Background: an optimization exercise with open tools, aiming at small area, a short achievable clock period and few clock cycles. Do not read the settings as production practice. At most, simulation tests tie the RTL to the original design; equivalence was not proved. No functional check of the RTL was part of runs 7 and 8. No activity file was given, so power comes from the tool's default toggle rates.

==> design/flow/design.v <==
package sched_pkg;
    typedef enum logic [3:0] {
        OP_ADD  = 4'h0,
        OP_SUB  = 4'h1,
        OP_AND  = 4'h2,
        OP_XOR  = 4'h3,
        OP_ADDI = 4'h8,
        OP_LUI  = 4'h9                               
    } opcode_e;
    typedef struct packed {
        opcode_e                           opcode;
        logic [$clog2(8)-1:0]    rd;
        logic [$clog2(8)-1:0]    rs1;
        logic [$clog2(8)-1:0]    rs2;
        logic [2:0]                        spare;   
    } insn_reg_t;
    typedef struct packed {
        opcode_e                           opcode;
        logic [$clog2(8)-1:0]    rd;
        logic [$clog2(8)-1:0]    rs1;
        logic [5:0]                        imm;
    } insn_imm_t;
    typedef union packed {
        insn_reg_t r;
        insn_imm_t i;
    } insn_u;
    typedef struct packed {
        opcode_e                           opcode;
        logic [$clog2(8)-1:0]    rd;
        logic [$clog2(8)-1:0]    rs1;
        logic [$clog2(8)-1:0]    rs2;     
        logic [16-1:0]          imm;     
        logic                              is_imm;
        logic [8-1:0]           seq;
    } entry_t;
    typedef struct packed {
        logic [8-1:0]           seq;
        logic [$clog2(8)-1:0]    rd;
        logic [16-1:0]          value;
    } result_t;
endpackage
`timescale 1ns/1ps
module sched_top (
    input  logic               clk,
    input  logic               rst,
    input  logic               in_req,
    input  logic [15:0]        in_insn,
    input  logic               out_ack,
    output logic               in_ack,
    output logic               out_req,
    output logic [26:0]        out_result
);
    logic [15:0] rf [8];
    logic [7:0]  rs1_q, rs2_q;      
    logic [5:0]  imm_q;             
    logic        lui_q;             
    logic        sub_q, and_q, xor_q;
    logic [2:0]  rd_q;
    logic        rst_q;             
    logic        s1_v;              
    logic        s2_v;              
    logic        full;              
    logic        acc;               
    logic        mv;                
    logic [15:0] p_q, g_q;          
    logic        cin_q;
    logic [3:0]  op;
    logic [15:0] a, b, imm, p_d, g_d;
    logic        cin_d;
    logic [16:0] c;
    logic [15:0] pg_g [5];
    logic [15:0] pg_p [5];
    logic [15:0] sum;
    assign acc = in_req && !in_ack && !s1_v;
    assign mv  = s1_v && !s2_v && (!full || (out_req && out_ack));
    logic       d_def, d_reg, d_lui;
    logic [7:0] d_rs1, d_rs2;
    always_comb begin
        op    = in_insn[15:12];
        d_def = op == 4'h0 || op == 4'h1 || op == 4'h2 || op == 4'h3 || op == 4'h8 || op == 4'h9;
        d_reg = !op[3] && d_def;
        d_lui = op == 4'h9;
        d_rs1 = (d_def && !d_lui) ? (8'd1 << in_insn[8:6]) : 8'd0;
        d_rs2 = d_reg ? (8'd1 << in_insn[5:3]) : 8'd0;
    end
    always_comb begin
        a = '0;
        b = '0;
        for (int r = 0; r < 8; r++) begin
            a = a | (rf[r] & {16{rs1_q[r]}});
            b = b | (rf[r] & {16{rs2_q[r]}});
        end
        b = b | {imm_q & {6{lui_q}}, 4'd0, imm_q & {6{!lui_q}}};
        if (sub_q) b = ~b;
        p_d   = and_q ? (a & b) : (a ^ b);
        g_d   = (and_q || xor_q) ? 16'd0 : (a & b);
        cin_d = sub_q;
        g_d[0] = g_d[0] | (p_d[0] & cin_d);   
        pg_g[0] = g_q;
        pg_p[0] = p_q;
        for (int l = 1; l <= 4; l++) begin
            pg_g[l] = pg_g[l-1];
            pg_p[l] = pg_p[l-1];
            for (int i = 0; i < 16; i++) begin
                if (((i >> (l - 1)) & 1) == 1) begin
                    pg_g[l][i] = pg_g[l-1][i] | (pg_p[l-1][i] & pg_g[l-1][((i >> (l - 1)) << (l - 1)) - 1]);
                    pg_p[l][i] = pg_p[l-1][i] & pg_p[l-1][((i >> (l - 1)) << (l - 1)) - 1];
                end
            end
        end
        c   = {pg_g[4], cin_q};
        sum = p_q ^ c[15:0];
    end
    always_ff @(posedge clk) begin
        if (!s1_v) begin
            rs1_q <= d_rs1;
            rs2_q <= d_rs2;
            imm_q <= (op == 4'h8 || d_lui) ? in_insn[5:0] : 6'd0;
            lui_q <= d_lui;
            sub_q <= op == 4'h1;
            and_q <= op == 4'h2;
            xor_q <= op == 4'h3;
            rd_q  <= in_insn[11:9];
        end
    end
    always_ff @(posedge clk) begin
        p_q   <= rst ? 16'd0 : p_d;
        g_q   <= rst ? 16'd0 : g_d;
        cin_q <= rst ? 1'b0  : cin_d;
        rst_q <= rst;
    end
    always_ff @(posedge clk) begin
        for (int r = 0; r < 8; r++) begin
            if (rst_q || (s2_v && out_result[18:16] == 3'(r))) rf[r] <= sum;
        end
    end
    always_ff @(posedge clk) begin
        if (rst) begin
            in_ack            <= 1'b0;
            s1_v              <= 1'b0;
            s2_v              <= 1'b0;
            full              <= 1'b0;
            out_req           <= 1'b0;
            out_result[26:19] <= 8'hff;             
        end else begin
            if (acc)                    in_ack <= 1'b1;
            else if (in_ack && !in_req) in_ack <= 1'b0;
            if (acc)     s1_v <= 1'b1;
            else if (mv) s1_v <= 1'b0;
            s2_v <= mv;
            if (s2_v) begin
                full              <= 1'b1;
                out_req           <= !out_ack;
                out_result[26:19] <= out_result[26:19] + 8'd1;
            end else if (out_req && out_ack) begin
                full    <= 1'b0;
                out_req <= 1'b0;
            end else if (full && !out_req && !out_ack) begin
                out_req <= 1'b1;
            end
        end
    end
    always_ff @(posedge clk) begin
        if (mv)   out_result[18:16] <= rd_q;
        if (s2_v) out_result[15:0]  <= sum;
    end
endmodule
==> design/flow/run.sh <==
#!/bin/bash
# synth_recipe.tcl (not shown) runs the flow's synth.tcl, then flattens the netlist and writes it again
# the make line also repeats each setting of config.mk as NAME=value (left out here)
make -C /OpenROAD-flow-scripts/flow DESIGN_CONFIG=/design/flow/config.mk WORK_HOME=/design/flow/orfs CLKGATE_MAP_FILE= SYNTH_SCRIPT=/design/flow/synth_recipe.tcl finish
==> design/flow/config.mk <==
export PLATFORM = sky130hd
export DESIGN_NAME = sched_top
export DESIGN_NICKNAME = sched_top
export VERILOG_FILES = /design/flow/design.v
export SDC_FILE = /design/flow/constraint.sdc
export NUM_CORES = 4
export LEC_CHECK = 0
export ABC_CLOCK_PERIOD_IN_PS = 2600
export CAP_MARGIN = 20
export CORE_MARGIN = 2
export CORE_UTILIZATION = 40
export SETUP_SLACK_MARGIN = 4.4
export SLEW_MARGIN = 20
==> design/flow/constraint.sdc <==
create_clock -name core_clock -period 7.0 [get_ports {clk}]
set_input_delay 1.4000 -clock core_clock [delete_from_list [all_inputs] [get_ports {clk}]]
set_output_delay 1.4000 -clock core_clock [all_outputs]
set_load 0.01 [all_outputs]
==> impl_metrics.py, run 1 <==
metrics = {
    "place": {
        "gp_congestion": 0.8900,
        "hpwl_mm": 15.11,
        "port-buffer-count": 48,
    },
    "worst_setup_path": {
        "rr_worst_depth": 7,
        "cp_num_buf_inv": 1,
        "critical_path_class": "flip-flop to output pin",
        "cp.depth": 1,
        "cp.required_ns": 5.60,
        "rrSetupSlack_ns": 4.47,
        "crit_arrival_ns": 1.16,
        "crit_path_end_kind": "output pin",
        "crit_path_top_delay_cell": "edfxtp_1",
        "r2r-end": "p_q[4]",
        "r2r_start": "rs2_q[5]",
        "crit_path_cell_trace": "clkdlybuf4s15_1",
        "start_kind": "flip-flop",
        "cp_slowest_stage_delay_ns": 0.40,
        "crit_family": "flip-flops",
        "critPathMaxFanout": 1,
    },
    "routing": {
        "viasPerCell": 6.088,
        "antenna_left": 0,
        "vias": 6490,
        "avgRoutedWirePerCell_um": 24.33,
        "drc": 0,
        "dr.pass1.iters": 6,
        "drtIter0Drc": 843,
        "postRouteWirelength_mm": 25.94,
    },
    "timing": {
        "maxSlewViolCount": 0,
        "tns_ns": 0,
        "slew_headroom": 0.2295,
        "fmax_ghz": 0.3906,
        "final-setup-viol-count": 0,
        "fin_skew_ns": 0.01430,
        "worstMarginPinSlew_ns": 1.156,
        "grt_setup_unrepaired": "true",
        "post-route-period-util": 0.3657,
        "finalCriticalPeriod_ns": 2.560,
        "hold_viol_final": 0,
    },
    "min_path": {
        "hold_depth": 0,
        "min_from": "rd_q[0]",
        "hold_end": "out_result[16]",
        "hold_path_class": "flip-flop to flip-flop",
    },
    "final_layout": {
        "diodes": 0,
        "drive_gt1_frac": 0.1169,
        "nets": 776,
        "syn2layout_area_growth_pct": 19.33,
        "n_fill_cell": 1912,
        "utilization": 0.4904,
    },
    "synth": {
        "synth_cell_types": 52,
        "synth_warnings": 4,
        "synth.avg_cell_area_um2": 13.72,
        "synth.largest_area_cell": "edfxtp_1",
        "ys_ff_latch": 222,
        "yosysSeqAreaShare": 0.6630,
        "syn_area_um2": 9360,
        "syn_nets": 723,
        "ys.flop_type": "edfxtp_1",
        "synth_top_area_share": 0.5646,
        "synth_edf_count": 176,
        "synthTopCellsByArea": "edfxtp_1 56%, dfxtp_1 9.8%, a22oi_1 8.0%, ha_1 2.8%, xnor2_1 2.1%",
        "syn_inst": 682,
        "synth_async_sr_flop_share": 0,
    },
    "cts": {
        "cts_buffer_depth": 3,
        "clkTransAtPathRegs_ns": 0.06,
        "clock_sinks": 222,
        "cts_tree": "done",
        "htree_num_levels": 1,
        "cts_buffers": 24,
        "clock_latency_ns": 0.52,
        "clock-root-buffer": "clkbuf_16",
    },
    "global_route": {
        "antenna_found_initial": 0,
        "grt_max_degree": 33,
        "grt_pass1_vias": 6535,
        "grt-ovfl-total": 0,
        "grt_pass1_wl_mm": 38.41,
        "grt.total_usage": 0.2108,
    },
    "job": {
        "drv_cap": 0,
    },
    "die": {
        "core_um2": 22780,
        "fp.dieW_um": 157.0,
        "start_util": 0.4109,
        "fp.dieH_um": 157.0,
        "ioPinCount": 49,
        "rows": 55,
        "die-area_um2": 24640,
    },
    "power_and_ir_drop": {
        "power_density_nw_per_um2": 394.4,
        "peakVddDrop_v": 0.0002208,
        "p_leak_nw": 4.018,
    },
    "outcome": {
        "status": "no timing/DRC/antenna violations",
    },
}
==> report_power, final <==
part / internal, mW / switching (mW)
sequential: 1.97 / 0.291
clock: 0.875 / 0.504
combinational: 0.331 / 0.437
total: 3.17 / 1.23
==> layout make-up <==
cell class                      count  area [um2]  share of cell area
Sequential cell                   222        6212              0.5562
Multi-Input combinational cell    405        2977              0.2665
Timing Repair Buffer               67       668.1             0.05982
Clock buffer                       32       651.9             0.05836
Tap cell                          313       391.6             0.03506
Clock inverter                     12       212.7             0.01904
Inverter                           15       56.30            0.005041
==> placed cells by master, fill, tap and decap left out, types with 3 or more instances in the layout <==
master	count
edfxtp_1	176
a22oi_1	100
nor2_1	45
dfxtp_1	41
nand2_1	28
clkbuf_16	25
and2_1	23
nand4_1	22
ha_1	21
xnor2_1	20
clkdlybuf4s50_1	19
mux2i_1	17
clkdlybuf4s15_1	16
buf_4	14
a222oi_1	12
nand3_1	12
inv_1	12
nor3_1	11
a221oi_2	9
a21oi_1	8
dlygate4sd2_1	8
clkbuf_1	7
nand2b_1	6
a221oi_1	6
o2111ai_1	6
clkinv_1	6
bufinv_16	6
xor2_1	5
dfxtp_2	5
nor2b_1	4
o21ai_0	4
and3_1	4
clkbuf_2	4
or3_1	3
a31o_2	3
==> logic make-up after synthesis <==
group | Yosys count | synth area share
compound gates | 173 | 0.1512
xor+xnor | 28 | 0.02620
fa+ha+maj | 21 | 0.02807
buf+inv | 55 | 0.02326
flops | 222 | 0.6630
mux | 17 | 0.01818
simple gates | 166 | 0.09010
==> cells in the mapped netlist (4+ instances only) <==
cell	count
dfxtp_1	46
o21ai_0	4
nand3_1	12
nand2_1	28
nand2b_1	6
o2111ai_1	6
edfxtp_1	176
a22oi_1	100
buf_2	9
mux2i_1	17
a31o_2	4
and3_1	4
clkbuf_1	29
xnor2_1	22
nor2_1	45
nor2b_1	4
a221oi_2	9
ha_1	21
xor2_1	6
a222oi_1	12
a21oi_1	8
a221oi_1	6
and2_1	23
inv_1	13
nor3_1	11
nand4_1	22
==> registers in the layout (all words and copies together) (netlist names), 3 cells and up <==
| register | count |
|---|---|
| rf | 128 |
| out_result | 27 |
| p_q | 16 |
| g_q | 14 |
| rs1_q | 8 |
| rs2_q | 8 |
| imm_q | 6 |
| rd_q | 3 |
==> per-stage QoR <==
stage / cell area (um2) / hold WS (ns) / instances / power [mW] / setup WS (ns)
floorplan: 9360 / 0.4003 / 682 / 2.701 / 4.803
CTS: 10990 / 0.4285 / 1054 / 4.386 / 4.148
detailed placement: 10120 / 0.4120 / 1007 / 3.011 / 4.134
global placement: 10090 / 0.4044 / 1006 / 2.960 / 4.141
global route: 11170 / 0.4414 / 1066 / 4.601 / 4.359
finish: 11170 / 0.4264 / 1066 / 4.405 / 4.440
==> metal layers <==
metal  global-route usage  wire length, um  vias to the layer above
met2               0.3281            11750                      409
met5                    0                0                        -
li1                     -                -                     2822
met4              0.08956             1054                        0
met3              0.05479             2619                       90
met1               0.2804            10520                     3169
==> worst max-delay path by stage <==
stage	start	endpoint	slack, ns
floorplan	in_insn[12]	rs1_q[0]	4.80
global placement	rst	c[1]	4.14
detailed placement	rst	s2_v	4.13
CTS	out_result[17]	out_result[17]	4.15
global route	s2_v	rf[4][7]	4.36
finish	out_result[0]	out_result[0]	4.44
==> timing repair <==
item                                    in CTS  in global routing
endpoints found under the hold margin        0                  0
hold buffers                                 0                  0
endpoints found under the setup margin      45                 64
setup buffers                                3                 10
gates resized for setup                     39                 24
Testbench counts, summed over its fixed seeds: cycles 6,408.
==> inputs of run 2 (changes only) <==
--- a/design/flow/config.mk
+++ b/design/flow/config.mk
@@ -7,3 +7,3 @@
 export LEC_CHECK = 0
-export ABC_CLOCK_PERIOD_IN_PS = 2600
+export ABC_CLOCK_PERIOD_IN_PS = 2400
 export CAP_MARGIN = 20
@@ -11,3 +11,3 @@
 export CORE_UTILIZATION = 40
-export SETUP_SLACK_MARGIN = 4.4
+export SETUP_SLACK_MARGIN = 4.6
 export SLEW_MARGIN = 20
==> impl_metrics.py, run 2 <==
metrics = {
    "cts": {
        "clock-root-buffer": "clkbuf_16",
        "cts_tree": "done",
        "cts_buffer_depth": 3,
        "cts_buffers": 24,
        "clock_sinks": 222,
        "clkTransAtPathRegs_ns": 0.05,
        "clock_latency_ns": 0.52,
        "htree_num_levels": 1,
        "cts_hold_buf": 0,
    },
    "global_route": {
        "antenna_found_initial": 0,
        "grt_pass1_vias": 6698,
        "grt.total_usage": 0.2150,
        "grt_pass1_wl_mm": 39.19,
        "grt-ovfl-total": 0,
        "grt_max_degree": 33,
    },
    "place": {
        "gp_congestion": 0.8900,
        "hpwl_mm": 15.11,
        "post-place-ws_ns": 4.134,
        "post-place-cells": 1007,
        "port-buffer-count": 48,
    },
    "worst_setup_path": {
        "crit_path_cell_trace": "buf_2",
        "crit_arrival_ns": 1.07,
        "crit_path_top_delay_cell": "edfxtp_1",
        "cp_slowest_stage_delay_ns": 0.40,
        "start_kind": "flip-flop",
        "critPathMaxFanout": 2,
        "cp_num_buf_inv": 1,
        "crit_path_end_kind": "output pin",
        "crit_family": "flip-flops",
        "cp.required_ns": 5.60,
        "critical_path_class": "flip-flop to output pin",
    },
    "synth": {
        "synth.avg_cell_area_um2": 13.72,
        "synthSimpleGateAreaFrac": 0.09009,
        "synth_xor_area_frac": 0.02620,
        "ys_ff_latch": 222,
        "synth.largest_area_cell": "edfxtp_1",
        "synth_compound_area_frac": 0.1512,
        "synth_async_sr_flop_share": 0,
        "synth_top_area_share": 0.5646,
        "yosysSeqAreaShare": 0.6630,
        "synth_cell_types": 52,
        "syn_area_um2": 9360,
        "synth_edf_count": 176,
        "synth_top_family_by_area": "compound AO/OA/AOI/OAI gates",
        "synth_most_common_cell": "edfxtp_1",
        "synth_adder_area_share": 0.02807,
        "synth_warnings": 4,
        "syn_nets": 723,
        "synthTopCellsByArea": "edfxtp_1 56%, dfxtp_1 9.8%, a22oi_1 8.0%, ha_1 2.8%, xnor2_1 2.1%",
        "syn_inst": 682,
        "synthMuxAreaShare": 0.01818,
        "ys.flop_type": "edfxtp_1",
        "synth_common_cells": "176 x edfxtp_1, 100 x a22oi_1, 46 x dfxtp_1",
    },
    "timing": {
        "finalCriticalPeriod_ns": 2.473,
        "maxSlewViolCount": 0,
        "grt_setup_unrepaired": "true",
        "worstMarginPinSlew_ns": 1.157,
        "post-route-period-util": 0.3532,
        "final-setup-viol-count": 0,
        "hold_viol_final": 0,
        "slew_headroom": 0.2287,
        "fin_skew_ns": 0.01595,
        "hold_ws_ns": 0.4269,
        "tns_ns": 0,
        "fmax_ghz": 0.4044,
        "layout_setup_ws_ns": 4.527,
    },
    "power_and_ir_drop": {
        "power_density_nw_per_um2": 391.0,
        "clockPowerShare": 0.311,
        "p_sw_frac": 0.2815,
        "peakVddDrop_v": 0.0002236,
        "p_leak_nw": 4.142,
        "p_switching_mw": 1.250,
        "p_int_mw": 3.189,
        "pwr-share-comb": 0.184,
        "p_seq_frac": 0.505,
    },
    "final_layout": {
        "diodes": 0,
        "final_cells": 1090,
        "nets": 800,
        "mostFrequentLayoutCells": "176 x edfxtp_1, 100 x a22oi_1, 45 x nor2_1, 38 x buf_4, 35 x dfxtp_1",
        "drive_gt1_frac": 0.1892,
        "regMostFlops": "rf",
        "final_common_cell": "edfxtp_1",
        "reg_top3": "rf x128, out_result x27, p_q x16",
        "syn2layout_area_growth_pct": 21.27,
        "utilization": 0.4983,
        "largest_reg_flops": 128,
    },
    "die": {
        "fp.dieH_um": 157.0,
        "core_um2": 22780,
        "ioPinCount": 49,
        "die-area_um2": 24640,
        "start_util": 0.4109,
        "fp.dieW_um": 157.0,
        "rows": 55,
    },
    "routing": {
        "drtIter0Drc": 915,
        "drc": 0,
        "viasPerCell": 6.017,
        "antenna_left": 0,
        "dr.pass1.iters": 8,
        "postRouteWirelength_mm": 26.51,
        "avgRoutedWirePerCell_um": 24.32,
        "vias": 6559,
    },
    "min_path": {
        "hold_path_class": "flip-flop to flip-flop",
    },
    "job": {
        "drv_cap": 0,
    },
    "outcome": {
        "status": "no timing/DRC/antenna violations",
    },
}
==> run 2: changes by cell type in the layout (fill, tap and decap cells not counted), sizes merged <==
cell / before / now
clkinvlp: 1 / 2
dlymetal6s2s: 1 / 0
clkbuf: 36 / 32
clkdlybuf4s15: 16 / 0
clkinv: 7 / 6
buf: 19 / 72
dlygate4sd2: 8 / 0
==> run 2: cell type report <==
class	count	area, um2
clock inverter	12	212.7
fill	1905	11430
inverter	15	60.06
sequential	222	6220
multi-input combinational	405	3032
clock buffer	32	651.9
tap	313	391.6
timing repair buffer	91	783.3
==> run 2: layer usage <==
layer,track usage,up-vias,routed length [um]
met5,0,-,0
met4,0.08650,0,934
met3,0.05562,90,2796
met2,0.3398,406,12120
met1,0.2838,3196,10660
li1,-,2867,-
==> run 2: cells by family after synthesis <==
logic type | after synthesis
xor gates and xnor gates | 28
muxes | 17
AOI/OAI and AO/OA | 173
DFF | 222
adders and majority gates | 21
and+or+nand+nor | 166
buffers and inverters | 55
==> run 2: power groups by stage <==
stage               clock [mW]  sequential, mW  combinational (mW)
global placement             0            2.26               0.699
finish                    1.38            2.24               0.816
global route              1.46            2.28               0.902
detailed placement           0            2.28               0.733
CTS                       1.40            2.23               0.767
floorplan                    0            2.15               0.554
==> run 2: through the flow <==
step	total power, mW	cell area (um2)
2_1_floorplan	2.701	9360
3_3_place_gp	2.960	10090
3_5_place_dp	3.011	10120
4_1_cts	4.402	11090
5_1_grt	4.635	11350
6_report	4.439	11350
==> run 2: final timing paths <==
kind	start	to	slack [ns]	cells after the start
max	out_result[16]	out_result[16]	4.53	1
min	rd_q[0]	out_result[16]	0.43	0
max reg2reg	c[1]	rf[5][14]	4.77	6
min reg2reg	rd_q[0]	out_result[16]	0.43	0
==> run 2: what timing repair did <==
item                                    4_1_cts  5_1_grt
endpoints found under the setup margin      169      135
gates resized for setup                     134       19
pin swaps                                     0        1
setup buffers                                25       12
==> inputs of run 3 (changes only) <==
--- a/design/flow/config.mk
+++ b/design/flow/config.mk
@@ -10,3 +10,4 @@
 export CORE_MARGIN = 2
-export CORE_UTILIZATION = 40
+export CORE_UTILIZATION = 65
+export CTS_BUF_LIST = sky130_fd_sc_hd__clkbuf_8
 export SETUP_SLACK_MARGIN = 4.6
==> impl_metrics.py, run 3 <==
metrics = {
    "outcome": {
        "status": "no timing/DRC/antenna violations",
    },
    "timing": {
        "maxSlewViolCount": 0,
        "fmax_ghz": 0.4058,
        "worstMarginPinSlew_ns": 1.130,
        "final-setup-viol-count": 0,
        "fin_skew_ns": 0.01688,
        "post-route-period-util": 0.3521,
        "grt_setup_unrepaired": "true",
        "tns_ns": 0,
        "layout_setup_ws_ns": 4.535,
        "finalCriticalPeriod_ns": 2.465,
        "hold_viol_final": 0,
        "hold_ws_ns": 0.4240,
        "slew_headroom": 0.2467,
    },
    "final_layout": {
        "nets": 804,
        "final_common_cell": "edfxtp_1",
        "fin_area_um2": 10940,
        "diodes": 0,
        "largest_reg_flops": 128,
        "mostFrequentLayoutCells": "176 x edfxtp_1, 100 x a22oi_1, 46 x clkbuf_8, 45 x nor2_1, 36 x dfxtp_1",
        "reg_top3": "rf x128, out_result x27, p_q x16",
        "drive_gt1_frac": 0.2025,
        "syn2layout_area_growth_pct": 16.88,
        "n_fill_cell": 829,
        "regMostFlops": "rf",
    },
    "min_path": {
        "hold_path_class": "flip-flop to flip-flop",
    },
    "die": {
        "fp.dieW_um": 124,
        "core_um2": 13990,
        "die-area_um2": 15380,
        "start_util": 0.6691,
        "fp.dieH_um": 124,
        "rows": 43,
        "ioPinCount": 49,
    },
    "cts": {
        "clock-root-buffer": "clkbuf_8",
        "htree_num_levels": 2,
        "cts_tree": "done",
        "clkTransAtPathRegs_ns": 0.06,
        "clock_sinks": 222,
        "cts_buffers": 35,
        "clock_latency_ns": 0.52,
        "cts_buffer_depth": 3,
    },
    "synth": {
        "syn_area_um2": 9360,
        "yosysSeqAreaShare": 0.6630,
        "synth_warnings": 4,
        "synth.avg_cell_area_um2": 13.72,
        "synthTopCellsByArea": "edfxtp_1 56%, dfxtp_1 9.8%, a22oi_1 8.0%, ha_1 2.8%, xnor2_1 2.1%",
        "syn_inst": 682,
        "ys_ff_latch": 222,
        "synth_top_area_share": 0.5646,
        "synth_cell_types": 52,
        "synth.largest_area_cell": "edfxtp_1",
        "ys.flop_type": "edfxtp_1",
        "synth_edf_count": 176,
        "syn_nets": 723,
        "synth_async_sr_flop_share": 0,
        "synth_most_common_cell": "edfxtp_1",
        "synth_common_cells": "176 x edfxtp_1, 100 x a22oi_1, 46 x dfxtp_1",
    },
    "power_and_ir_drop": {
        "peakVddDrop_v": 0.0002337,
        "p_int_mw": 2.928,
        "p_sw_frac": 0.2978,
        "p_leak_nw": 4.071,
        "p_seq_frac": 0.537,
        "clockPowerShare": 0.270,
        "pwr-share-comb": 0.192,
        "power_density_nw_per_um2": 381.2,
        "p_switching_mw": 1.242,
    },
    "routing": {
        "drtIter0Drc": 1006,
        "viasPerCell": 6.943,
        "dr.pass1.iters": 6,
        "antenna_left": 0,
        "avgRoutedWirePerCell_um": 26.15,
        "drc": 0,
        "vias": 6735,
        "postRouteWirelength_mm": 25.37,
    },
    "global_route": {
        "grt-ovfl-total": 0,
        "grt.total_usage": 0.3309,
        "antenna_found_initial": 0,
        "grt_pass1_wl_mm": 36.45,
        "grt_max_degree": 33,
        "grt_pass1_vias": 6404,
    },
    "worst_setup_path": {
        "critPathMaxFanout": 1,
        "cp.required_ns": 5.60,
        "crit_arrival_ns": 1.06,
        "crit_family": "flip-flops",
        "critical_path_class": "flip-flop to output pin",
        "cp_num_buf_inv": 1,
        "crit_path_cell_trace": "buf_2",
        "cp_slowest_stage_delay_ns": 0.40,
        "crit_path_end_kind": "output pin",
        "crit_path_top_delay_cell": "edfxtp_1",
        "start_kind": "flip-flop",
    },
    "job": {
        "drv_cap": 0,
    },
    "place": {
        "port-buffer-count": 48,
        "gp_congestion": 0.8667,
        "hpwl_mm": 14.19,
        "dpl_cell_area_um2": 9935,
        "post-place-ws_ns": 4.152,
    },
}
[run 3: cell counts after synthesis]
Identical to the previous run, type by type.
[run 3: final timing paths]
| kind | startpoint | to | slack (ns) | cells after the start |
|---|---|---|---|---|
| max | out_result[12] | out_result[12] | 4.54 | 1 |
| min | rd_q[2] | out_result[18] | 0.42 | 0 |
| max reg2reg | s2_v | rf[6][3] | 4.64 | 3 |
| min reg2reg | rd_q[2] | out_result[18] | 0.42 | 0 |
[run 3: metrics by stage]
step / power, mW / utilization / cells
2_1_floorplan: 2.701 / - / 682
4_1_cts: 4.109 / 0.7719 / 962
3_3_place_gp: 2.941 / 0.7102 / 874
3_5_place_dp: 2.984 / 0.7102 / 874
6_report: 4.170 / 0.7821 / 970
5_1_grt: 4.335 / 0.7821 / 970
[run 3: cell families after synthesis]
logic type	Yosys count	share of synthesized area
multiplexers	17	0.01818
buffers and inverters	55	0.02326
XOR/XNOR	28	0.02620
adder cells (fa/ha/maj)	21	0.02807
AND/OR/NAND/NOR	166	0.09010
AO/OA/AOI/OAI	173	0.1512
flip-flops	222	0.6630
[run 3: power groups by stage]
stage          combinational (mW)  sequential (mW)  clock, mW
6_report                    0.802             2.24       1.13
5_1_grt                     0.877             2.27       1.19
4_1_cts                     0.754             2.23       1.13
3_5_place_dp                0.715             2.27          0
3_3_place_gp                0.693             2.25          0
2_1_floorplan               0.554             2.15          0
[run 3: layer usage]
metal	global-route usage	vias up	part of all wire
met1	0.4528	3184	0.37
li1	-	2871	-
met2	0.5007	578	0.44
met3	0.1035	102	0.15
met5	0	-	0
met4	0.1285	0	0.045
[run 3: cell type report]
| cell class | instances | area, um2 | area share |
|---|---|---|---|
| Multi-Input combinational cell | 405 | 3037 | 0.2776 |
| Clock buffer | 46 | 633.1 | 0.05787 |
| Tap cell | 180 | 225.2 | 0.02059 |
| Sequential cell | 222 | 6221 | 0.5686 |
| Timing Repair Buffer | 84 | 655.6 | 0.05993 |
| Clock inverter | 18 | 108.9 | 0.009950 |
| Inverter | 15 | 60.06 | 0.005489 |
[run 3: repair_timing]
action | in CTS | in global routing
hold buffers | 0 | 0
resized for setup | 134 | 12
setup buffers | 24 | 8
setup endpoints to repair | 178 | 91
==> inputs of run 4 (changes only) <==
--- a/design/flow/config.mk
+++ b/design/flow/config.mk
@@ -7,3 +7,3 @@
 export LEC_CHECK = 0
-export ABC_CLOCK_PERIOD_IN_PS = 2400
+export ABC_CLOCK_PERIOD_IN_PS = 2300
 export CAP_MARGIN = 20
@@ -12,3 +12,3 @@
 export CTS_BUF_LIST = sky130_fd_sc_hd__clkbuf_8
-export SETUP_SLACK_MARGIN = 4.6
+export SETUP_SLACK_MARGIN = 4.75
 export SLEW_MARGIN = 20
==> impl_metrics.py, run 4 <==
metrics = {
    "synth": {
        "synth_cell_types": 52,
        "syn_area_um2": 9360,
        "synth_async_sr_flop_share": 0,
        "synth_top_area_share": 0.5646,
        "synth_edf_count": 176,
        "synth_most_common_cell": "edfxtp_1",
        "synth_common_cells": "176 x edfxtp_1, 100 x a22oi_1, 46 x dfxtp_1",
        "yosysSeqAreaShare": 0.6630,
        "synthTopCellsByArea": "edfxtp_1 56%, dfxtp_1 9.8%, a22oi_1 8.0%, ha_1 2.8%, xnor2_1 2.1%",
        "syn_nets": 723,
        "synth_warnings": 4,
        "syn_inst": 682,
        "synth.largest_area_cell": "edfxtp_1",
        "synth.avg_cell_area_um2": 13.72,
        "ys.flop_type": "edfxtp_1",
        "ys_ff_latch": 222,
    },
    "timing": {
        "worstMarginPinSlew_ns": 1.220,
        "fmax_ghz": 0.4057,
        "final-setup-viol-count": 0,
        "slew_headroom": 0.1869,
        "tns_ns": 0,
        "grt_setup_unrepaired": "true",
        "post-route-period-util": 0.3521,
        "finalCriticalPeriod_ns": 2.465,
        "hold_viol_final": 0,
        "maxSlewViolCount": 0,
        "fin_skew_ns": 0.01901,
    },
    "power_and_ir_drop": {
        "p_sw_frac": 0.2993,
        "p_seq_frac": 0.532,
        "power.total_mw": 4.229,
        "power_density_nw_per_um2": 377.6,
        "p_int_mw": 2.964,
        "peakVddDrop_v": 0.0002391,
        "clockPowerShare": 0.267,
        "p_switching_mw": 1.266,
        "p_leak_nw": 4.211,
        "pwr-share-comb": 0.201,
    },
    "routing": {
        "antenna_left": 0,
        "dr.pass1.iters": 7,
        "drtIter0Drc": 928,
        "drc": 0,
        "viasPerCell": 6.962,
        "vias": 6858,
        "postRouteWirelength_mm": 26.05,
        "avgRoutedWirePerCell_um": 26.45,
    },
    "global_route": {
        "antenna_found_initial": 0,
        "grt_pass1_wl_mm": 37.94,
        "grt_max_degree": 33,
        "grt-ovfl-total": 0,
        "grt.total_usage": 0.3444,
        "grt_pass1_vias": 6620,
    },
    "final_layout": {
        "final_common_cell": "edfxtp_1",
        "utilization": 0.8007,
        "regMostFlops": "rf",
        "diodes": 0,
        "reg_top3": "rf x128, out_result x27, p_q x16",
        "n_fill_cell": 790,
        "mostFrequentLayoutCells": "176 x edfxtp_1, 100 x a22oi_1, 46 x clkbuf_8, 44 x nor2_1, 41 x buf_4",
        "largest_reg_flops": 128,
        "regArea_um2": 6222,
        "syn2layout_area_growth_pct": 19.66,
        "drive_gt1_frac": 0.2311,
        "multi_input_area_um2": 3084,
        "nets": 819,
    },
    "job": {
        "drv_cap": 0,
    },
    "die": {
        "fp.dieW_um": 124,
        "ioPinCount": 49,
        "rows": 43,
        "fp.dieH_um": 124,
        "die-area_um2": 15380,
        "start_util": 0.6691,
        "core_um2": 13990,
    },
    "outcome": {
        "status": "no timing/DRC/antenna violations",
    },
    "cts": {
        "clkTransAtPathRegs_ns": 0.06,
        "clock_sinks": 222,
        "cts_tree": "done",
        "clock_latency_ns": 0.52,
        "cts_hold_buf": 0,
        "htree_num_levels": 2,
        "cts_buffers": 35,
        "cts_buffer_depth": 3,
        "clock-root-buffer": "clkbuf_8",
    },
    "worst_setup_path": {
        "cp_num_buf_inv": 1,
        "crit_path_end_kind": "output pin",
        "cp.required_ns": 5.60,
        "crit_family": "flip-flops",
        "critPathMaxFanout": 2,
        "critical_path_class": "flip-flop to output pin",
        "crit_path_cell_trace": "buf_2",
        "start_kind": "flip-flop",
        "crit_path_top_delay_cell": "edfxtp_1",
        "crit_arrival_ns": 1.06,
        "cp_slowest_stage_delay_ns": 0.40,
    },
    "min_path": {
        "hold_path_class": "flip-flop to flip-flop",
    },
    "place": {
        "gp_congestion": 0.8667,
        "hpwl_mm": 14.19,
        "port-buffer-count": 48,
    },
}
-- run 4: logic make-up (layout without fill, tap and decap cells) --
kind of cell               Yosys count  count (layout)  synth area share
AOI/OAI and AO/OA                  173             173            0.1512
and+or+nand+nor                    166             166           0.09010
DFF                                222             222            0.6630
buffers and inverters               55             178           0.02326
adders and majority gates           21              21           0.02807
muxes                               17              17           0.01818
xor gates and xnor gates            28              28           0.02620
-- run 4: power by group through the flow --
stage          clock network (mW)  registers [mW]  logic, mW
3_5_place_dp                    0            2.27      0.715
5_1_grt                      1.19            2.27      0.926
2_1_floorplan                   0            2.15      0.554
3_3_place_gp                    0            2.25      0.693
4_1_cts                      1.13            2.22      0.785
6_report                     1.13            2.25      0.849
-- run 4: worst paths after layout --
kind                                      from             end  slack (ns)  cells after the start
worst max-delay path            out_result[18]  out_result[18]        4.54                      1
worst min-delay path                   rd_q[0]  out_result[16]        0.43                      0
worst max register to register        rs2_q[4]          p_q[8]        4.75                      6
worst min register to register         rd_q[0]  out_result[16]        0.43                      0
-- run 4: what timing repair did --
| item | CTS | global route |
|---|---|---|
| resized for setup | 152 | 19 |
| endpoints found under the hold margin | 0 | 0 |
| endpoints found under the setup margin | 231 | 106 |
| gates cloned | 0 | 1 |
| pin swaps | 0 | 13 |
| setup buffers | 39 | 7 |
-- run 4: area by class of cell --
cell class | instances | area share
clock buffer | 46 | 0.05652
clock inverter | 18 | 0.009718
inverter | 15 | 0.005139
multi-input combinational | 405 | 0.2754
sequential | 222 | 0.5555
tap | 180 | 0.02011
timing repair buffer | 99 | 0.07764
-- run 4: per-layer routing --
layer | routed length, um | GRT usage | share of wire
met2 | 11560 | 0.5247 | 0.44
met4 | 1306 | 0.1510 | 0.050
met1 | 9805 | 0.4642 | 0.38
met5 | 0 | 0 | 0
met3 | 3380 | 0.1016 | 0.13
-- run 4: stage by stage --
step                setup WS (ns)  std cells  hold WS (ns)  cell area, um2
floorplan                   4.803        682        0.4003            9360
global placement            4.163        874        0.4037            9935
detailed placement          4.152        874        0.4109            9935
CTS                         4.437        977        0.4230           11060
global route                4.493        985        0.4306           11200
finish                      4.535        985        0.4332           11200
==> inputs of run 5 (changes only) <==
--- a/design/flow/config.mk
+++ b/design/flow/config.mk
@@ -7,3 +7,3 @@
 export LEC_CHECK = 0
-export ABC_CLOCK_PERIOD_IN_PS = 2300
+export ABC_CLOCK_PERIOD_IN_PS = 2400
 export CAP_MARGIN = 20
@@ -12,3 +12,5 @@
 export CTS_BUF_LIST = sky130_fd_sc_hd__clkbuf_8
-export SETUP_SLACK_MARGIN = 4.75
+export CTS_CLUSTER_DIAMETER = 60
+export CTS_CLUSTER_SIZE = 15
+export SETUP_SLACK_MARGIN = 4.6
 export SLEW_MARGIN = 20
==> impl_metrics.py, run 5 <==
metrics = {
    "outcome": {
        "status": "no timing/DRC/antenna violations",
    },
    "die": {
        "fp.dieH_um": 124,
        "fp.dieW_um": 124,
        "start_util": 0.6691,
        "ioPinCount": 49,
        "rows": 43,
        "core_um2": 13990,
        "die-area_um2": 15380,
    },
    "place": {
        "post-place-ws_ns": 4.152,
        "gp_congestion": 0.8667,
        "port-buffer-count": 48,
        "hpwl_mm": 14.19,
    },
    "timing": {
        "fin_skew_ns": 0.03044,
        "hold_viol_final": 0,
        "finalCriticalPeriod_ns": 2.493,
        "tns_ns": 0,
        "fmax_ghz": 0.4011,
        "final-setup-viol-count": 0,
        "maxSlewViolCount": 0,
        "grt_setup_unrepaired": "true",
        "worstMarginPinSlew_ns": 1.135,
        "layout_setup_ws_ns": 4.507,
        "slew_headroom": 0.2435,
        "post-route-period-util": 0.3562,
    },
    "global_route": {
        "grt.total_usage": 0.3305,
        "grt_max_degree": 33,
        "grt_pass1_vias": 6341,
        "grt_pass1_wl_mm": 36.64,
        "grt-ovfl-total": 0,
        "antenna_found_initial": 0,
    },
    "cts": {
        "htree_num_levels": 1,
        "cts_buffer_depth": 3,
        "clock_sinks": 222,
        "clkTransAtPathRegs_ns": 0.11,
        "clock_latency_ns": 0.53,
        "cts_tree": "done",
        "cts_buffers": 18,
        "cts_hold_buf": 0,
        "clock-root-buffer": "clkbuf_8",
    },
    "worst_setup_path": {
        "crit_path_top_delay_cell": "edfxtp_1",
        "cp.required_ns": 5.60,
        "crit_path_cell_trace": "buf_2",
        "cp_slowest_stage_delay_ns": 0.41,
        "cp_num_buf_inv": 1,
        "crit_arrival_ns": 1.09,
        "critical_path_class": "flip-flop to output pin",
        "critPathMaxFanout": 1,
        "crit_family": "flip-flops",
        "start_kind": "flip-flop",
        "crit_path_end_kind": "output pin",
    },
    "synth": {
        "synthTopCellsByArea": "edfxtp_1 56%, dfxtp_1 9.8%, a22oi_1 8.0%, ha_1 2.8%, xnor2_1 2.1%",
        "syn_nets": 723,
        "ys_ff_latch": 222,
        "synth.avg_cell_area_um2": 13.72,
        "synth_common_cells": "176 x edfxtp_1, 100 x a22oi_1, 46 x dfxtp_1",
        "syn_inst": 682,
        "syn_area_um2": 9360,
        "yosysSeqAreaShare": 0.6630,
        "synth_edf_count": 176,
        "synth_warnings": 4,
        "synth.largest_area_cell": "edfxtp_1",
        "synth_async_sr_flop_share": 0,
        "synth_top_area_share": 0.5646,
        "synth_cell_types": 52,
        "synth_most_common_cell": "edfxtp_1",
        "ys.flop_type": "edfxtp_1",
    },
    "final_layout": {
        "syn2layout_area_growth_pct": 13.45,
        "regMostFlops": "rf",
        "reg_top3": "rf x128, out_result x27, p_q x16",
        "largest_reg_flops": 128,
        "final_common_cell": "edfxtp_1",
        "diodes": 0,
        "mostFrequentLayoutCells": "176 x edfxtp_1, 100 x a22oi_1, 45 x nor2_1, 41 x buf_4, 35 x dfxtp_1",
        "nets": 796,
        "drive_gt1_frac": 0.1773,
        "n_fill_cell": 884,
    },
    "power_and_ir_drop": {
        "p_seq_frac": 0.603,
        "p_int_mw": 2.565,
        "p_sw_frac": 0.3077,
        "power_density_nw_per_um2": 349.0,
        "p_leak_nw": 3.934,
        "p_switching_mw": 1.140,
        "pwr-share-comb": 0.217,
        "clockPowerShare": 0.180,
        "peakVddDrop_v": 0.0002200,
    },
    "routing": {
        "vias": 6711,
        "avgRoutedWirePerCell_um": 26.53,
        "viasPerCell": 7.087,
        "drc": 0,
        "postRouteWirelength_mm": 25.13,
        "dr.pass1.iters": 6,
        "antenna_left": 0,
        "drtIter0Drc": 1096,
    },
    "min_path": {
        "hold_path_class": "flip-flop to flip-flop",
    },
    "job": {
        "drv_cap": 0,
    },
}
==> run 5: changes by cell type in the layout (fill, tap and decap cells not counted), sizes merged <==
cell and delta:
buf -6, bufinv -1, clkbuf -26, clkdlybuf4s50 +2, clkinv -6, clkinvlp -3
dlymetal6s2s -2, inv +4
==> run 5: final timing paths <==
path,from,end,slack (ns),cells past startpoint
hold reg to reg,rd_q[2],out_result[18],0.43,0
setup / recovery,out_result[12],out_result[12],4.51,1
setup reg to reg,rs2_q[3],c[1],4.74,8
hold / removal,rd_q[2],out_result[18],0.43,0
==> run 5: timing repair <==
action,CTS,global route
endpoints found under the setup margin,170,138
buffers inserted,30,11
resized for setup,133,16
==> run 5: final cells by class <==
cell class                 instances  area, um2  area share
inverter                          15      56.30    0.005302
clock inverter                    12      45.04    0.004242
sequential                       222       6220      0.5857
multi-input combinational        405       3037      0.2860
clock buffer                      20      275.3     0.02592
timing repair buffer              93      760.7     0.07164
tap                              180      225.2     0.02121
==> run 5: kinds of logic after synthesis <==
| kind of cell | count (synthesis) | share of synthesized area |
|---|---|---|
| adders and majority gates | 21 | 0.02807 |
| and+or+nand+nor | 166 | 0.09010 |
| muxes | 17 | 0.01818 |
| buffers and inverters | 55 | 0.02326 |
| xor gates and xnor gates | 28 | 0.02620 |
| AOI/OAI and AO/OA | 173 | 0.1512 |
| DFF | 222 | 0.6630 |
==> run 5: worst register-to-register path, stage by stage (launching register included) <==
cell	delay [ns]
edfxtp_1	0.43
buf_4	0.16
a222oi_1	0.38
o2111ai_1	0.27
a221oi_2	0.26
xnor2_1	0.10
ha_1	0.29
nand2b_1	0.07
o32ai_1	0.22
==> run 5: through the flow <==
step | std cells | hold WS (ns) | area [um2] | util | power (mW)
floorplan | 682 | 0.4003 | 9360 | - | 2.701
global placement | 874 | 0.4037 | 9935 | 0.7102 | 2.941
detailed placement | 874 | 0.4109 | 9935 | 0.7102 | 2.984
CTS | 936 | 0.4289 | 10420 | 0.7450 | 3.653
global route | 947 | 0.4367 | 10620 | 0.7591 | 3.870
finish | 947 | 0.4296 | 10620 | 0.7591 | 3.706
==> run 5: metal layers <==
metal | track usage | wire length [um] | up-vias
met5 | 0 | 0 | -
met2 | 0.5096 | 11160 | 526
met3 | 0.08471 | 3407 | 96
met1 | 0.4558 | 9530 | 3242
met4 | 0.1292 | 1023 | 0
li1 | - | - | 2847
==> run 5: power groups by stage <==
stage               combinational, mW  clock (mW)  sequential, mW
finish                          0.804       0.669            2.23
global route                    0.884       0.726            2.26
CTS                             0.757       0.676            2.22
detailed placement              0.715           0            2.27
global placement                0.693           0            2.25
floorplan                       0.554           0            2.15
==> inputs of run 6 (changes only) <==
==> design/flow/flow/run.sh (new file) <==
#!/bin/bash
set -euo pipefail
export CTS_ARGS="-sink_clustering_enable -repair_clock_nets -dont_use_dummy_load -buf_list sky130_fd_sc_hd__clkbuf_8"
bash standard.sh > standard.log 2>&1
==> design/flow/standard.sh (new file) <==
#!/bin/bash
# synth_recipe.tcl (not shown) runs the flow's synth.tcl, then flattens the netlist and writes it again
# the make line also repeats each setting of config.mk as NAME=value (left out here)
make -C /OpenROAD-flow-scripts/flow DESIGN_CONFIG=/design/flow/config.mk WORK_HOME=/design/flow/orfs CLKGATE_MAP_FILE= SYNTH_SCRIPT=/design/flow/synth_recipe.tcl "${@:-finish}"
--- a/design/flow/config.mk
+++ b/design/flow/config.mk
@@ -12,4 +12,2 @@
 export CTS_BUF_LIST = sky130_fd_sc_hd__clkbuf_8
-export CTS_CLUSTER_DIAMETER = 60
-export CTS_CLUSTER_SIZE = 15
 export SETUP_SLACK_MARGIN = 4.6
removed: design/flow/run.sh
==> impl_metrics.py, run 6 <==
metrics = {
    "worst_setup_path": {
        "crit_arrival_ns": 1.05,
        "cp.required_ns": 5.60,
        "crit_path_end_kind": "output pin",
        "critPathMaxFanout": 2,
        "crit_family": "flip-flops",
        "start_kind": "flip-flop",
        "cp_slowest_stage_delay_ns": 0.39,
        "crit_path_cell_trace": "buf_2",
        "cp_num_buf_inv": 1,
        "crit_path_top_delay_cell": "edfxtp_1",
        "critical_path_class": "flip-flop to output pin",
    },
    "synth": {
        "synthTopCellsByArea": "edfxtp_1 56%, dfxtp_1 9.8%, a22oi_1 8.0%, ha_1 2.8%, xnor2_1 2.1%",
        "ys_ff_latch": 222,
        "ys.flop_type": "edfxtp_1",
        "syn_nets": 723,
        "synth_most_common_cell": "edfxtp_1",
        "syn_area_um2": 9360,
        "synth_cell_types": 52,
        "synth.largest_area_cell": "edfxtp_1",
        "synth_common_cells": "176 x edfxtp_1, 100 x a22oi_1, 46 x dfxtp_1",
        "synth_edf_count": 176,
        "synth_warnings": 4,
        "synth.avg_cell_area_um2": 13.72,
        "synth_top_area_share": 0.5646,
        "synth_async_sr_flop_share": 0,
        "yosysSeqAreaShare": 0.6630,
        "syn_inst": 682,
    },
    "timing": {
        "finalCriticalPeriod_ns": 2.453,
        "fin_skew_ns": 0.02855,
        "worstMarginPinSlew_ns": 1.150,
        "tns_ns": 0,
        "grt_setup_unrepaired": "true",
        "maxSlewViolCount": 0,
        "hold_viol_final": 0,
        "post-route-period-util": 0.3504,
        "final-setup-viol-count": 0,
        "fmax_ghz": 0.4077,
        "slew_headroom": 0.2333,
    },
    "die": {
        "fp.dieH_um": 124,
        "rows": 43,
        "die-area_um2": 15380,
        "core_um2": 13990,
        "ioPinCount": 49,
        "fp.dieW_um": 124,
        "start_util": 0.6691,
    },
    "routing": {
        "postRouteWirelength_mm": 25.26,
        "antenna_left": 0,
        "viasPerCell": 7.129,
        "avgRoutedWirePerCell_um": 26.84,
        "dr.pass1.iters": 8,
        "drc": 0,
        "vias": 6708,
        "drtIter0Drc": 985,
    },
    "outcome": {
        "status": "no timing/DRC/antenna violations",
    },
    "place": {
        "hpwl_mm": 14.19,
        "port-buffer-count": 48,
        "gp_congestion": 0.8667,
    },
    "cts": {
        "clock-root-buffer": "clkbuf_8",
        "cts_tree": "done",
        "clock_sinks": 222,
        "cts_buffers": 35,
        "cts_buffer_depth": 3,
        "htree_num_levels": 2,
        "clkTransAtPathRegs_ns": 0.05,
        "clock_latency_ns": 0.51,
        "cts_hold_buf": 0,
    },
    "final_layout": {
        "regMostFlops": "rf",
        "drive_gt1_frac": 0.1879,
        "n_fill_cell": 852,
        "syn2layout_area_growth_pct": 14.30,
        "reg_top3": "rf x128, out_result x27, p_q x16",
        "final_common_cell": "edfxtp_1",
        "largest_reg_flops": 128,
        "diodes": 0,
        "utilization": 0.7648,
        "nets": 804,
        "regArea_um2": 6218,
        "mostFrequentLayoutCells": "176 x edfxtp_1, 100 x a22oi_1, 45 x nor2_1, 36 x dfxtp_1, 35 x clkbuf_8",
        "multi_input_area_um2": 3039,
    },
    "power_and_ir_drop": {
        "peakVddDrop_v": 0.0002266,
        "p_leak_nw": 3.920,
        "power_density_nw_per_um2": 366.1,
    },
    "global_route": {
        "grt.total_usage": 0.3336,
        "grt_pass1_vias": 6385,
        "grt_pass1_wl_mm": 36.71,
        "grt_max_degree": 33,
        "antenna_found_initial": 0,
        "grt-ovfl-total": 0,
    },
    "min_path": {
        "hold_path_class": "flip-flop to flip-flop",
    },
    "job": {
        "drv_cap": 0,
    },
}
run 6: cell counts after synthesis:
Identical to the previous run, type by type.
run 6: logic make-up after synthesis:
group,Yosys count,synth area share
flops,222,0.6630
compound gates,173,0.1512
simple gates,166,0.09010
buf+inv,55,0.02326
xor+xnor,28,0.02620
fa+ha+maj,21,0.02807
mux,17,0.01818
run 6: worst paths after layout:
kind                         end  cells after the start           start  slack, ns
hold reg to reg   out_result[18]                      0         rd_q[2]       0.42
setup reg to reg            c[1]                      7        rs2_q[7]       4.56
setup / recovery  out_result[16]                      1  out_result[16]       4.55
hold / removal    out_result[18]                      0         rd_q[2]       0.42
run 6: power breakdown:
group / internal, mW / switching [mW] / total [mW]
Combinational: 0.336 / 0.460 / 0.796
Sequential: 1.97 / 0.277 / 2.24
Clock: 0.443 / 0.435 / 0.878
Total: 2.75 / 1.17 / 3.92
run 6: layout make-up:
cell class / instances / share of cell area
Inverter: 15 / 0.005613
Multi-Input combinational cell: 405 / 0.2841
Tap cell: 180 / 0.02105
Timing Repair Buffer: 84 / 0.06303
Clock buffer: 35 / 0.04502
Sequential cell: 222 / 0.5812
run 6: timing repair:
| item | 4_1_cts | 5_1_grt |
|---|---|---|
| cloned | 0 | 0 |
| gates resized for setup | 132 | 13 |
| buffers inserted | 24 | 8 |
| endpoints found under the setup margin | 170 | 138 |
run 6: per-stage QoR:
step / hold WS [ns] / std cells / area, um2 / setup slack (ns) / power [mW]
after floorplan: 0.4003 / 682 / 9360 / 4.803 / 2.701
after global placement: 0.4037 / 874 / 9935 / 4.163 / 2.941
after detailed placement: 0.4109 / 874 / 9935 / 4.152 / 2.984
after CTS: 0.4210 / 933 / 10560 / 4.397 / 3.860
after global routing: 0.4265 / 941 / 10700 / 4.468 / 4.081
final: 0.4217 / 941 / 10700 / 4.547 / 3.917
run 6: routing by layer:
metal	track usage	part of all wire	up-vias
met5	0	0	-
met4	0.1299	0.034	0
met3	0.09341	0.13	95
met2	0.5069	0.45	502
met1	0.4617	0.38	3269
li1	-	-	2842
==> inputs of run 7 (changes only) <==
--- a/design/flow/design.v
+++ b/design/flow/design.v
@@ -66,2 +66,3 @@
     logic        cin_q;
+    logic [2:0]  rd_p;              
     logic [3:0]  op;
@@ -126,5 +127,12 @@
     always_ff @(posedge clk) begin
-        p_q   <= rst ? 16'd0 : p_d;
-        g_q   <= rst ? 16'd0 : g_d;
-        cin_q <= rst ? 1'b0  : cin_d;
+        if (rst) begin
+            p_q   <= 16'd0;
+            g_q   <= 16'd0;
+            cin_q <= 1'b0;
+        end else if (mv) begin
+            p_q   <= p_d;
+            g_q   <= g_d;
+            cin_q <= cin_d;
+            rd_p  <= rd_q;
+        end
         rst_q <= rst;
@@ -133,3 +141,3 @@
         for (int r = 0; r < 8; r++) begin
-            if (rst_q || (s2_v && out_result[18:16] == 3'(r))) rf[r] <= sum;
+            if (rst_q || (s2_v && rd_p == 3'(r))) rf[r] <= sum;
         end
@@ -143,3 +151,2 @@
             out_req           <= 1'b0;
-            out_result[26:19] <= 8'hff;             
         end else begin
@@ -153,3 +160,2 @@
                 out_req           <= !out_ack;
-                out_result[26:19] <= out_result[26:19] + 8'd1;
             end else if (out_req && out_ack) begin
@@ -163,4 +169,5 @@
     always_ff @(posedge clk) begin
-        if (mv)   out_result[18:16] <= rd_q;
-        if (s2_v) out_result[15:0]  <= sum;
+        if (rst) out_result[26:19] <= 8'hff;        
+        else     out_result[26:19] <= out_result[26:19] + {7'd0, s2_v};
+        out_result[18:0] <= {rd_p, sum};
     end
==> design/flow/run.sh (new file) <==
#!/bin/bash
# synth_recipe.tcl (not shown) runs the flow's synth.tcl, then flattens the netlist and writes it again
# the make line also repeats each setting of config.mk as NAME=value (left out here)
make -C /OpenROAD-flow-scripts/flow DESIGN_CONFIG=/design/flow/config.mk WORK_HOME=/design/flow/orfs CLKGATE_MAP_FILE= SYNTH_SCRIPT=/design/flow/synth_recipe.tcl finish
--- a/design/flow/config.mk
+++ b/design/flow/config.mk
@@ -12,2 +12,4 @@
 export CTS_BUF_LIST = sky130_fd_sc_hd__clkbuf_8
+export CTS_CLUSTER_DIAMETER = 60
+export CTS_CLUSTER_SIZE = 15
 export SETUP_SLACK_MARGIN = 4.6
removed: design/flow/flow/run.sh
removed: design/flow/standard.sh
==> impl_metrics.py, run 7 <==
metrics = {
    "timing": {
        "fmax_ghz": 0.4153,
        "grt_setup_unrepaired": "true",
        "slew_headroom": 0.2663,
        "fin_skew_ns": 0.01852,
        "post-route-period-util": 0.3440,
        "hold_viol_final": 0,
        "maxSlewViolCount": 0,
        "final-setup-viol-count": 0,
        "finalCriticalPeriod_ns": 2.408,
        "tns_ns": 0,
        "worstMarginPinSlew_ns": 1.100,
    },
    "final_layout": {
        "drive_gt1_frac": 0.1990,
        "final_cells": 954,
        "diodes": 0,
        "mostFrequentLayoutCells": "160 x edfxtp_1, 100 x a22oi_1, 50 x dfxtp_1, 46 x nor2_1, 36 x buf_4",
        "n_fill_cell": 856,
        "nets": 803,
        "reg_top3": "rf x128, out_result x27, p_q x16",
        "largest_reg_flops": 128,
        "regMostFlops": "rf",
        "final_common_cell": "edfxtp_1",
        "syn2layout_area_growth_pct": 15.22,
    },
    "die": {
        "start_util": 0.6679,
        "core_um2": 13930,
        "rows": 43,
        "ioPinCount": 49,
        "fp.dieH_um": 123.7,
        "fp.dieW_um": 123.7,
        "die-area_um2": 15290,
    },
    "min_path": {
        "hold_path_class": "flip-flop to flip-flop",
        "min_from": "rd_q[2]",
    },
    "synth": {
        "synth_top_area_share": 0.5163,
        "ys.flop_type": "edfxtp_1",
        "syn_nets": 734,
        "ys_ff_latch": 225,
        "synth_edf_count": 160,
        "synthTopCellsByArea": "edfxtp_1 52%, dfxtp_1 14%, a22oi_1 8.1%, ha_1 3.0%, nor2_1 1.9%",
        "synth.avg_cell_area_um2": 13.45,
        "yosysSeqAreaShare": 0.6561,
        "synth.largest_area_cell": "edfxtp_1",
        "synth_common_cells": "160 x edfxtp_1, 100 x a22oi_1, 65 x dfxtp_1",
        "synth_most_common_cell": "edfxtp_1",
        "synth_warnings": 4,
        "synth_async_sr_flop_share": 0,
        "syn_area_um2": 9306,
        "syn_inst": 692,
        "synth_cell_types": 46,
    },
    "routing": {
        "wl_met3_mm": 2.731,
        "wl_met2_mm": 11.47,
        "wl_met1_mm": 9.257,
        "avgRoutedWirePerCell_um": 25.69,
        "topRoutingLayerUsed": "met4",
        "drtIter0Drc": 955,
        "drc": 0,
        "vias": 6603,
        "antenna_left": 0,
        "postRouteWirelength_mm": 24.51,
        "viasPerCell": 6.921,
        "dr.pass1.iters": 7,
    },
    "outcome": {
        "status": "no timing/DRC/antenna violations",
    },
    "cts": {
        "cts_buffer_depth": 3,
        "cts_buffers": 19,
        "clock_latency_ns": 0.53,
        "htree_num_levels": 1,
        "clock_sinks": 225,
        "clkTransAtPathRegs_ns": 0.10,
        "cts_tree": "done",
        "clock-root-buffer": "clkbuf_8",
    },
    "worst_setup_path": {
        "critical_path_class": "flip-flop to flip-flop",
        "crit_arrival_ns": 2.82,
        "startpoint": "rs2_q[3]",
        "cp.required_ns": 7.41,
        "r2r_start": "rs2_q[3]",
        "start_kind": "flip-flop",
        "crit_path_end_kind": "flip-flop",
        "critPathMaxFanout": 3,
        "rrSetupSlack_ns": 4.59,
    },
    "power_and_ir_drop": {
        "p_leak_nw": 4.011,
        "power_density_nw_per_um2": 268.4,
        "peakVddDrop_v": 0.0002298,
        "power.total_mw": 2.878,
    },
    "place": {
        "hpwl_mm": 14.41,
        "gp_congestion": 0.8197,
        "post-place-cells": 879,
        "port-buffer-count": 48,
    },
    "global_route": {
        "grt-ovfl-total": 0,
        "grt_max_degree": 31,
        "grt_pass1_vias": 6396,
        "grt_pass1_wl_mm": 35.95,
        "antenna_found_initial": 0,
        "grt.total_usage": 0.3230,
    },
    "job": {
        "drv_cap": 0,
    },
}
## run 7: what timing repair did
item,CTS,global route
buffers inserted,25,13
gates cloned,3,0
pin swaps,6,12
gates resized for setup,146,33
endpoints found under the hold margin,0,0
hold buffers,0,0
setup endpoints to repair,68,91
## run 7: area by class of cell
type	count	area, um2	share of cell area
inverter	13	52.55	0.004901
tap	180	225.2	0.02100
sequential	225	6130	0.5716
timing repair buffer	92	853.3	0.07958
clock buffer	21	289.0	0.02695
clock inverter	13	83.83	0.007818
multi-input combinational	410	3089	0.2881
## run 7: metrics by stage
| step | worst slack, ns | hold WS (ns) | utilization | cell area, um2 |
|---|---|---|---|---|
| global route | 4.472 | 0.4399 | 0.7695 | 10720 |
| CTS | 4.487 | 0.4325 | 0.7502 | 10450 |
| floorplan | 4.614 | 0.4003 | - | 9330 |
| detailed placement | 3.818 | 0.4075 | 0.7082 | 9868 |
| global placement | 3.877 | 0.4026 | 0.7082 | 9868 |
| finish | 4.592 | 0.4223 | 0.7695 | 10720 |
## run 7: path summary, 6_finish.rpt
kind         endpoint  cells after the start
max reg2reg    g_q[0]                      8
min           rd_p[2]                      0
max            g_q[0]                      8
min reg2reg   rd_p[2]                      0
## run 7: critical path: stages, from the launching register on
cell and delay, ns:
edfxtp_1 0.48, a222oi_1 0.34, o2111ai_1 0.19, a221oi_2 0.22
xnor2_1 0.18, ha_1 0.27, mux2_2 0.29, a221oi_2 0.26
nor3_1 0.07
## run 7: per-layer routing
layer  up-vias  global-route usage
met3       111             0.07692
met5         -                   0
met2       422              0.5141
met1      3191              0.4245
met4         0              0.1477
li1       2879                   -
## run 7: power breakdown
part	switching [mW]	internal (mW)	leakage [nW]	total (mW)
Sequential	0.105	1.57	2.20	1.68
Combinational	0.264	0.199	1.59	0.463
Clock	0.421	0.317	0.223	0.738
Total	0.790	2.09	4.01	2.88
## run 7: logic make-up (layout without fill, tap and decap cells)
logic type                 Yosys count  after routing  synth area share
adders and majority gates           22             22           0.02958
buffers and inverters               58            139           0.02474
and+or+nand+nor                    146            147           0.07596
AOI/OAI and AO/OA                  195            195            0.1679
muxes                               17             17           0.01842
xor gates and xnor gates            29             29           0.02729
DFF                                225            225            0.6561
==> inputs of run 8 (changes only) <==
==> design/flow/flow/run.sh (new file) <==
#!/bin/bash
# The standard ORFS layout (the standard.sh, with config.mk's settings),
# changed in two ways through ORFS's own variables:
#  - ports are buffered with buf_4 rather than the delay cell buffer_ports
#    picks by default (footprint matching then keeps that cell from being
#    resized into a plain buffer);
#  - clock tree synthesis adds no dummy loads.
set -euo pipefail
export BUFFER_PORTS_ARGS="-buffer_cell sky130_fd_sc_hd__buf_4"
export CTS_ARGS="-sink_clustering_enable -repair_clock_nets -dont_use_dummy_load -buf_list sky130_fd_sc_hd__clkbuf_8 -sink_clustering_size 15 -sink_clustering_max_diameter 60"
bash standard.sh > standard.log 2>&1
==> design/flow/standard.sh (new file) <==
#!/bin/bash
# synth_recipe.tcl (not shown) runs the flow's synth.tcl, then flattens the netlist and writes it again
# the make line also repeats each setting of config.mk as NAME=value (left out here)
make -C /OpenROAD-flow-scripts/flow DESIGN_CONFIG=/design/flow/config.mk WORK_HOME=/design/flow/orfs CLKGATE_MAP_FILE= SYNTH_SCRIPT=/design/flow/synth_recipe.tcl "${@:-finish}"
removed: design/flow/run.sh
==> impl_metrics.py, run 8 <==
metrics = {
    "worst_setup_path": {
        "crit_family": "compound AO/OA/AOI/OAI gates",
        "cp_common_cell": "a221oi_2",
        "critPathMaxFanout": 3,
        "crit_path_end_kind": "flip-flop",
        "r2r_start": "rs2_q[3]",
        "cp_num_buf_inv": 1,
        "startpoint": "rs2_q[3]",
        "cp.required_ns": 7.39,
        "crit_path_top_delay_cell": "edfxtp_1",
        "rr_worst_depth": 9,
        "cp.depth": 9,
        "start_kind": "flip-flop",
        "crit_arrival_ns": 2.90,
        "cp_slowest_stage_delay_ns": 0.50,
        "crit_path_cell_trace": "buf_4 -> a222oi_1 -> o2111ai_1 -> a221oi_2 -> xnor2_1 -> ha_1 -> mux2_2 -> a221oi_2 -> nor3_1",
        "critical_path_class": "flip-flop to flip-flop",
    },
    "synth": {
        "synth.avg_cell_area_um2": 13.45,
        "synth_common_cells": "160 x edfxtp_1, 100 x a22oi_1, 65 x dfxtp_1",
        "synth_async_sr_flop_share": 0,
        "yosysSeqAreaShare": 0.6561,
        "syn_nets": 734,
        "synthTopCellsByArea": "edfxtp_1 52%, dfxtp_1 14%, a22oi_1 8.1%, ha_1 3.0%, nor2_1 1.9%",
        "ys.flop_type": "edfxtp_1",
        "synth_most_common_cell": "edfxtp_1",
        "synth_edf_count": 160,
        "synth_top_area_share": 0.5163,
        "syn_area_um2": 9306,
        "syn_inst": 692,
        "synth_cell_types": 46,
        "ys_ff_latch": 225,
        "synth_warnings": 4,
        "synth.largest_area_cell": "edfxtp_1",
    },
    "power_and_ir_drop": {
        "peakVddDrop_v": 0.0002185,
        "p_leak_nw": 3.832,
        "power_density_nw_per_um2": 266.0,
    },
    "die": {
        "fp.dieH_um": 123.7,
        "core_um2": 13930,
        "die-area_um2": 15290,
        "ioPinCount": 49,
        "fp.dieW_um": 123.7,
        "rows": 43,
        "start_util": 0.6679,
    },
    "timing": {
        "tns_ns": 0,
        "maxSlewViolCount": 0,
        "post-route-period-util": 0.3595,
        "grt_setup_unrepaired": "true",
        "worstMarginPinSlew_ns": 1.097,
        "fin_skew_ns": 0.04382,
        "finalCriticalPeriod_ns": 2.516,
        "hold_viol_final": 0,
        "fmax_ghz": 0.3974,
        "slew_headroom": 0.2687,
        "layout_setup_ws_ns": 4.484,
        "final-setup-viol-count": 0,
    },
    "cts": {
        "clock_sinks": 225,
        "cts_tree": "done",
        "cts_buffers": 19,
        "clock_latency_ns": 0.53,
        "cts_buffer_depth": 3,
        "clkTransAtPathRegs_ns": 0.10,
        "htree_num_levels": 1,
        "clock-root-buffer": "clkbuf_8",
    },
    "final_layout": {
        "syn2layout_area_growth_pct": 11.28,
        "largest_reg_flops": 128,
        "nets": 790,
        "reg_top3": "rf x128, out_result x27, p_q x16",
        "multi_input_area_um2": 3047,
        "n_fill_cell": 919,
        "regMostFlops": "rf",
        "regArea_um2": 6128,
        "mostFrequentLayoutCells": "160 x edfxtp_1, 100 x a22oi_1, 68 x buf_4, 53 x dfxtp_1, 46 x nor2_1",
        "diodes": 0,
        "final_common_cell": "edfxtp_1",
        "final_cells": 926,
        "drive_gt1_frac": 0.1930,
    },
    "global_route": {
        "grt.total_usage": 0.3154,
        "grt-ovfl-total": 0,
        "grt_pass1_vias": 6302,
        "grt_pass1_wl_mm": 35.47,
        "antenna_found_initial": 0,
        "grt_max_degree": 37,
    },
    "routing": {
        "postRouteWirelength_mm": 23.83,
        "drtIter0Drc": 1100,
        "viasPerCell": 7.056,
        "drc": 0,
        "avgRoutedWirePerCell_um": 25.73,
        "dr.pass1.iters": 6,
        "antenna_left": 0,
        "vias": 6534,
    },
    "place": {
        "port-buffer-count": 48,
        "post-place-ws_ns": 4.223,
        "post-place-cells": 877,
        "gp_congestion": 0.9144,
        "hpwl_mm": 14.50,
    },
    "min_path": {
        "hold_depth": 0,
        "hold_path_class": "flip-flop to flip-flop",
        "min_from": "rd_q[0]",
    },
    "job": {
        "drv_cap": 0,
    },
    "outcome": {
        "status": "no timing/DRC/antenna violations",
    },
}
## run 8: cell count changes in the layout (fill, tap and decap cells not counted), sizes merged
cell / before / now
buf: 72 / 80
inv: 22 / 13
dlymetal6s2s: 1 / 0
and3: 5 / 4
clkdlybuf4s50: 18 / 0
clkinvlp: 2 / 0
clkbuf: 21 / 19
clkinv: 1 / 0
bufbuf: 1 / 0
bufinv: 1 / 0
## run 8: metrics by stage
| step | instance area (um2) | hold slack (ns) | utilization | power, mW |
|---|---|---|---|---|
| floorplan | 9330 | 0.4003 | - | 1.923 |
| global placement | 9733 | 0.4065 | 0.6985 | 2.078 |
| detailed placement | 9733 | 0.4063 | 0.6985 | 2.095 |
| CTS | 10150 | 0.4277 | 0.7283 | 2.724 |
| global route | 10360 | 0.4525 | 0.7432 | 2.854 |
| finish | 10360 | 0.4274 | 0.7432 | 2.754 |
## run 8: path summary, 6_finish.rpt
kind / endpoint / slack [ns]
setup / recovery: g_q[0] / 4.48
setup reg to reg: g_q[0] / 4.48
hold / removal: rd_p[0] / 0.43
hold reg to reg: rd_p[0] / 0.43
## run 8: cell families (layout without fill, tap and decap cells)
kind of cell    after synthesis  after routing  share of synthesized area
flops                       225            225                     0.6561
xor+xnor                     29             29                    0.02729
fa+ha+maj                    22             22                    0.02958
simple gates                146            146                    0.07596
compound gates              195            195                     0.1679
buf+inv                      58            112                    0.02474
mux                          17             17                    0.01842
## run 8: routing by layer
metal | wire length [um] | up-vias | part of all wire | global-route usage
met5 | 0 | - | 0 | 0
met4 | 1108 | 0 | 0.047 | 0.1143
met3 | 2987 | 113 | 0.13 | 0.08333
met2 | 10610 | 482 | 0.45 | 0.4959
met1 | 9119 | 3101 | 0.38 | 0.4280
li1 | - | 2838 | - | -
## run 8: timing repair
action	in CTS	in global routing
resized for setup	16	23
setup endpoints to repair	29	49
buffers inserted	15	15
pin swaps	0	5
hold buffers	0	0
## run 8: layout make-up
cell class,instances,area share
flip-flops and latches,225,0.5918
multi-input cells,409,0.2942
repair buffers,80,0.06234
clock buffers,19,0.02525
well taps,180,0.02175
inverters,13,0.004712
## run 8: power breakdown
group | internal [mW] | switching [mW] | total, mW
Clock | 0.244 | 0.392 | 0.636
Sequential | 1.57 | 0.109 | 1.68
Combinational | 0.187 | 0.251 | 0.438

==> port drivers added, routing unchanged <==
The results above use ideal ports. As a check the final layouts listed here were re-extracted and re-timed, cells and wires unchanged. Step 1 (the two cells are an assumption about what drives the block):
set clk [get_ports {clk}]
set_driving_cell -lib_cell sky130_fd_sc_hd__clkbuf_16 $clk
set_driving_cell -lib_cell sky130_fd_sc_hd__buf_2 [delete_from_list [all_inputs] $clk]
Step 2 also shifts input and output timing later by t, the mid clock arrival at the registers, as if the neighbouring blocks saw the same clock. a / b / c = ideal / step 1 / step 2; a / b = the first two.
run	t (ns)	setup slack, ns	worst setup path at the end	clock arrival spread, ns
run 1	0.560	4.440 / 4.395 / 4.153	input to register	0.014 / 0.014
run 2	0.559	4.527 / 4.482 / 4.131	input to register	0.016 / 0.015
run 3	0.546	4.535 / 4.499 / 4.138	input to register	0.018 / 0.017
run 4	0.544	4.535 / 4.499 / 4.278	input to register	0.019 / 0.019
run 5	0.549	4.507 / 4.471 / 4.120	input to register	0.031 / 0.031
run 6	0.529	4.547 / 4.511 / 4.178	input to register	0.030 / 0.030
run 7	0.557	4.592 / 4.575 / 4.163	input to register	0.018 / 0.019
run 8	0.544	4.484 / 4.484 / 4.195	input to register	0.044 / 0.044
After both steps setup and hold are still met in every run listed. For run 7, which loses most, drivers alone change the setup slack by -0.017 ns; drivers and shift together by -0.429 ns.
